From an optimization exercise on the open Yosys and OpenROAD flow, aimed at small area, a short achievable clock period and few clock cycles per item; shortcuts taken in it are not production practice. Where RTL was checked, it was by simulation tests only, not by an equivalence proof against the original. Power is estimated from default activity; no workload was simulated.

## build 87
Design segment_address_translation_core, start of the top module:
module segment_address_translation_core (
    input  logic                         i_clk,
    input  logic                         i_rst_n,
    input  logic                         i_cfg_valid,
    output logic                         o_cfg_ready,
    input  logic [sat_pkg::DATA_W-1:0]   i_cfg_data,
    input  logic                         i_valid,
    output logic                         o_ready,
    input  logic                         i_action,
    input  logic [sat_pkg::DATA_W-1:0]   i_logical_address,
    input  logic [sat_pkg::DATA_W-1:0]   i_byte_count,
    input  logic [sat_pkg::SLOT_W-1:0]   i_entry_slot,
    input  logic [sat_pkg::ID_W-1:0]     i_entry_id,
    input  logic [sat_pkg::DATA_W-1:0]   i_entry_base,
    input  logic [sat_pkg::DATA_W-1:0]   i_entry_size,
    input  logic                         i_entry_valid,
    output logic                         o_valid,
    input  logic                         i_ready,
    output logic [sat_pkg::DATA_W-1:0]   o_physical_address,
    output logic                         o_fault,
    output logic [sat_pkg::DATA_W-1:0]   o_segment_number,
    output logic [sat_pkg::DATA_W-1:0]   o_offset
);
    localparam logic [16:0] RP = sat_pkg::DIV_REGPOS;
    localparam logic [16:0] CP = sat_pkg::DIV_COPYPOS;
    logic        adv;
    logic        in_fire;
    logic        div_busy;
    logic [15:0] r_max_seg;
    logic [15:0] r_div;
    logic [16:1] r_hz;
    logic        r_dpend;
    logic        r_out_valid;
    logic [15:0] r_out_phys;
    logic        r_out_fault;
    logic [15:0] r_out_seg;
    logic [15:0] r_out_off;
    assign adv         = !r_out_valid || i_ready;
    assign o_ready     = adv && !r_dpend;
    assign o_cfg_ready = 1'b1;
    assign in_fire     = i_valid && o_ready;
    always_ff @(posedge i_clk) begin
        if (!i_rst_n) begin
  ...
clock: 5.0 ns
lec_check: 0
cap_margin: 20
core_margin: 2
core_utilization: 55
cts_buf_list: sky130_fd_sc_hd__clkbuf_8 sky130_fd_sc_hd__clkbuf_16
cts_cluster_diameter: 100
cts_cluster_size: 30
setup_slack_margin: 2.2
slew_margin: 20
run.sh (not shown) runs the stock make flow with config.mk's settings and CLKGATE_MAP_FILE= SYNTH_SCRIPT=/design/flow/synth_recipe.tcl, a recipe that flattens the netlist after the stock synthesis.
Testbench counts of build 87, summed over its fixed seeds: cycles 4,936, items 4,800.
--- input diff build 87..build 32 ---
# build 87
export LEC_CHECK = 0
export CAP_MARGIN = 20
export CORE_MARGIN = 2
export CORE_UTILIZATION = 55
export CTS_BUF_LIST = sky130_fd_sc_hd__clkbuf_8 sky130_fd_sc_hd__clkbuf_16
export CTS_CLUSTER_DIAMETER = 100
export CTS_CLUSTER_SIZE = 30
export SETUP_SLACK_MARGIN = 2.2
export SLEW_MARGIN = 20
create_clock -name core_clock -period 5.0 [get_ports {i_clk}]
# build 32
export LEC_CHECK = 0
export CAP_MARGIN = 20
export CORE_MARGIN = 2
export CORE_UTILIZATION = 55
export CTS_BUF_LIST = sky130_fd_sc_hd__clkbuf_8 sky130_fd_sc_hd__clkbuf_16
export CTS_CLUSTER_DIAMETER = 80
export CTS_CLUSTER_SIZE = 24
export SETUP_SLACK_MARGIN = 2.2
export SLEW_MARGIN = 20
create_clock -name core_clock -period 5.0 [get_ports {i_clk}]
## What came out
Looking at area added between synthesis and finish, build 32 sits 1.2 points above build 87. Compared with build 87, in build 32 tapcell count roughly the same; worst hold slack held; wire length of the first global-routing pass went up about 1.1%; signal arrival time at the worst endpoint -0.04 ns. Relative to build 87, final critical-path required period has increased by 0.011 ns in build 32. When build 32 is set beside build 87, its fraction of the core area covered by cells at the end of the flow turns out to be 0.68 points larger. Relative to build 87, build 32 degrades internal power consumption. Comparing build 87 and build 32, the higher final cell area excluding filler cells is on build 32. Summary: with build 87 as the reference, clock buffer instance count of the final layout in build 32 moved up by more than a quarter. Build 32: power 4.4% above build 87.
Input-level comparison between build 63 and build 32:
# build 32
export LEC_CHECK = 0
export CAP_MARGIN = 20
export CORE_MARGIN = 2
export CORE_UTILIZATION = 55
export CTS_BUF_LIST = sky130_fd_sc_hd__clkbuf_8 sky130_fd_sc_hd__clkbuf_16
export CTS_CLUSTER_DIAMETER = 80
export CTS_CLUSTER_SIZE = 24
export SETUP_SLACK_MARGIN = 2.2
export SLEW_MARGIN = 20
create_clock -name core_clock -period 5.0 [get_ports {i_clk}]
# build 63
export LEC_CHECK = 0
export CAP_MARGIN = 20
export CORE_MARGIN = 2
export CORE_UTILIZATION = 65
export CTS_BUF_LIST = sky130_fd_sc_hd__clkbuf_8 sky130_fd_sc_hd__clkbuf_16
export CTS_CLUSTER_DIAMETER = 80
export CTS_CLUSTER_SIZE = 24
export SETUP_SLACK_MARGIN = 2.2
export SLEW_MARGIN = 20
create_clock -name core_clock -period 5.0 [get_ports {i_clk}]
==> comparison <==
- Summary of build 63 over build 32: final routed wirelength across all metal layers grew by about 0.75%, clock-pin slew reported for the worst setup and hold paths after clock tree synthesis barely changed.
- Going from build 32 to build 63, the final critical delay including setup and external delays was found to have gone up by 0.011 ns.
- In the reports for build 32 and build 63, the smaller non-clock buffer count belongs to build 32.
- Utilization (higher): build 63
- Between build 32 and build 63, the share of the clock period used by the worst path is higher for build 63.
- The power in build 63 sits about 1% below the value recorded for build 32.
The following lists how build 28 was set up differently from build 63:
# build 63
export LEC_CHECK = 0
export CAP_MARGIN = 20
export CORE_MARGIN = 2
export CORE_UTILIZATION = 65
export CTS_BUF_LIST = sky130_fd_sc_hd__clkbuf_8 sky130_fd_sc_hd__clkbuf_16
export CTS_CLUSTER_DIAMETER = 80
export CTS_CLUSTER_SIZE = 24
export SETUP_SLACK_MARGIN = 2.2
export SLEW_MARGIN = 20
create_clock -name core_clock -period 5.0 [get_ports {i_clk}]
# build 28
export LEC_CHECK = 0
export CAP_MARGIN = 20
export CORE_MARGIN = 2
export CORE_UTILIZATION = 55
export CTS_BUF_LIST = sky130_fd_sc_hd__clkbuf_8 sky130_fd_sc_hd__clkbuf_16
export CTS_CLUSTER_DIAMETER = 80
export CTS_CLUSTER_SIZE = 24
export PLACE_DENSITY = 0.75
export SETUP_SLACK_MARGIN = 2.2
export SLEW_MARGIN = 20
create_clock -name core_clock -period 5.0 [get_ports {i_clk}]
[summary]
- Build 28 reached the final stage; the timing, DRC and antenna checks on its layout passed.
- Slowest library cell on the worst path = sky130_fd_sc_hd__or3_4: build 28; slowest library cell on the worst path = sky130_fd_sc_hd__edfxtp_1: build 63
- Clock buffer count from CTS up 3 in build 28 wrt build 63
- Combinational share of power delta for build 28 relative to build 63: 0.4 points lower
- Between build 28 and build 63, it is build 28 whose clock network power share is higher, by 0.8 points.
- When build 28 is set beside build 63, its share of the clock period used by the worst path turns out to be 0.33 points larger.
- Looking only at critical path depth, and setting everything else aside, the higher value of build 28 and build 63 goes to build 28.
- Between build 28 and build 63, it is build 28 whose count of clock-buffer cells in the layout is higher, by 5.

== the previous run ==
segment_address_translation_core, a different RTL version from the one above (not shown whole).
Size: about 4,100 cells after synthesis, roughly 1,600 flip-flops, ~150 I/O pins.
==> flow/config.mk <==
export PLATFORM = sky130hd
export DESIGN_NAME = segment_address_translation_core
export DESIGN_NICKNAME = segment_address_translation_core
export VERILOG_FILES = /design/flow/design.v
export SDC_FILE = /design/flow/constraint.sdc
export NUM_CORES = 4
export LEC_CHECK = 0
export CAP_MARGIN = 20
export CORE_MARGIN = 2
export CORE_UTILIZATION = 55
export CTS_BUF_LIST = sky130_fd_sc_hd__clkbuf_8 sky130_fd_sc_hd__clkbuf_16
export CTS_CLUSTER_DIAMETER = 100
export CTS_CLUSTER_SIZE = 30
export SETUP_SLACK_MARGIN = 1.9
export SLEW_MARGIN = 20
==> flow/constraint.sdc <==
create_clock -name core_clock -period 5.0 [get_ports {i_clk}]
set_input_delay 1.0000 -clock core_clock [delete_from_list [all_inputs] [get_ports {i_clk}]]
set_output_delay 1.0000 -clock core_clock [all_outputs]
set_load 0.01 [all_outputs]
#### Input delta (the current run over the previous run)
# the previous run
export LEC_CHECK = 0
export CAP_MARGIN = 20
export CORE_MARGIN = 2
export CORE_UTILIZATION = 55
export CTS_BUF_LIST = sky130_fd_sc_hd__clkbuf_8 sky130_fd_sc_hd__clkbuf_16
export CTS_CLUSTER_DIAMETER = 100
export CTS_CLUSTER_SIZE = 30
export SETUP_SLACK_MARGIN = 1.9
export SLEW_MARGIN = 20
create_clock -name core_clock -period 5.0 [get_ports {i_clk}]
# the current run
export LEC_CHECK = 0
export CAP_MARGIN = 20
export CORE_MARGIN = 2
export CORE_UTILIZATION = 55
export CTS_BUF_LIST = sky130_fd_sc_hd__clkbuf_4 sky130_fd_sc_hd__clkbuf_8
export SETUP_SLACK_MARGIN = 1.9
export SLEW_MARGIN = 20
create_clock -name core_clock -period 5.0 [get_ports {i_clk}]
Notes after the runs:
Against the previous run as the reference, the current run delivers a lower switching share of power. When the current run is measured against the previous run, its register share of the cell area turns out 2.8 points lower. In the flow results for the previous run and the current run, the combinational share of power is smaller on the current run.
No run of this note included a check of the RTL's function; only the layout flow was run.

segment_address_translation_core, a different RTL version from the one above (not shown whole).
Size: roughly 4,000 cells after synthesis, about 150 I/O pins, roughly 64,000 µm² of cells after synthesis.
Design segment_address_translation_core, start of the top module:
module segment_address_translation_core (
    input  logic                         i_clk,
    input  logic                         i_rst_n,
    input  logic                         i_cfg_valid,
    output logic                         o_cfg_ready,
    input  logic [sat_pkg::DATA_W-1:0]   i_cfg_data,
    input  logic                         i_valid,
    output logic                         o_ready,
    input  logic                         i_action,
    input  logic [sat_pkg::DATA_W-1:0]   i_logical_address,
    input  logic [sat_pkg::DATA_W-1:0]   i_byte_count,
    input  logic [sat_pkg::SLOT_W-1:0]   i_entry_slot,
    input  logic [sat_pkg::ID_W-1:0]     i_entry_id,
    input  logic [sat_pkg::DATA_W-1:0]   i_entry_base,
    input  logic [sat_pkg::DATA_W-1:0]   i_entry_size,
    input  logic                         i_entry_valid,
    output logic                         o_valid,
    input  logic                         i_ready,
    output logic [sat_pkg::DATA_W-1:0]   o_physical_address,
    output logic                         o_fault,
    output logic [sat_pkg::DATA_W-1:0]   o_segment_number,
    output logic [sat_pkg::DATA_W-1:0]   o_offset
);
Settings: LEC_CHECK=0, CAP_MARGIN=20, CORE_MARGIN=2, CORE_UTILIZATION=55, CTS_BUF_LIST=sky130_fd_sc_hd__clkbuf_8 sky130_fd_sc_hd__clkbuf_16, CTS_CLUSTER_DIAMETER=80, CTS_CLUSTER_SIZE=24, SETUP_SLACK_MARGIN=2.4, SLEW_MARGIN=20; clock period 5.0 ns.
The baseline completed without violations.
Testbench counts at the start, summed over its fixed seeds: cycles 4,936, items 4,800.
Edit:
- CTS_CLUSTER_DIAMETER: 80 -> 90
- CTS_CLUSTER_SIZE: 24 -> 28
- SETUP_SLACK_MARGIN: 2.4 -> 2.2
Clock-buffer cell count went down by 15.
Non-clock buffer count went down by 119.
Total power went down by 3.6%.
Setup slack degrades by 0.12 ns.
Via count went down by 2.1%.
Flip-flop and latch count stays the same.
Global-route usage went down by 0.65 points.
Critical path depth went down by 3.
Utilization went down by 1.9 points.
Area after synthesis stays the same.
Clock skew went up by 0.0059 ns.

[re-timing with driven ports]
In the flow no input, the clock included, has a driving cell. The finished layouts below were timed again as built, in two steps. Step 1 (the two cells are an assumption about what drives the block):
set clk [get_ports {i_clk}]
set_driving_cell -lib_cell sky130_fd_sc_hd__clkbuf_16 $clk
set_driving_cell -lib_cell sky130_fd_sc_hd__buf_2 [delete_from_list [all_inputs] $clk]
Step 2 moves the port delays by t, midway between the first and last clock arrival at a register: inputs arrive t later, outputs are due t later. That takes back most of the time a late clock gives input paths. Slacks: ideal / step 1 / step 2; pairs: ideal / step 1.
run	t (ns)	setup slack, ns	worst slew at a driven data input, ns
build 87	0.784	2.049 / 2.049 / 1.317	0.05
build 32	0.740	2.039 / 2.039 / 1.387	0.05
build 63	0.742	2.028 / 2.028 / 1.359	0.05
build 28	0.747	2.011 / 2.011 / 1.309	0.05
the previous run	0.778	1.793 / 1.793 / 1.223	0.05
the current run	0.958	1.804 / 1.804 / 1.155	0.05
the first run of note 3	0.754	2.299 / 2.299 / 1.597	0.04
the second run of note 3	0.739	2.181 / 2.181 / 1.547	0.04
After both steps setup and hold are still met in every run listed. The setup slack of build 87, which loses most, moves by 0.000 ns with the drivers and by -0.732 ns with both steps.
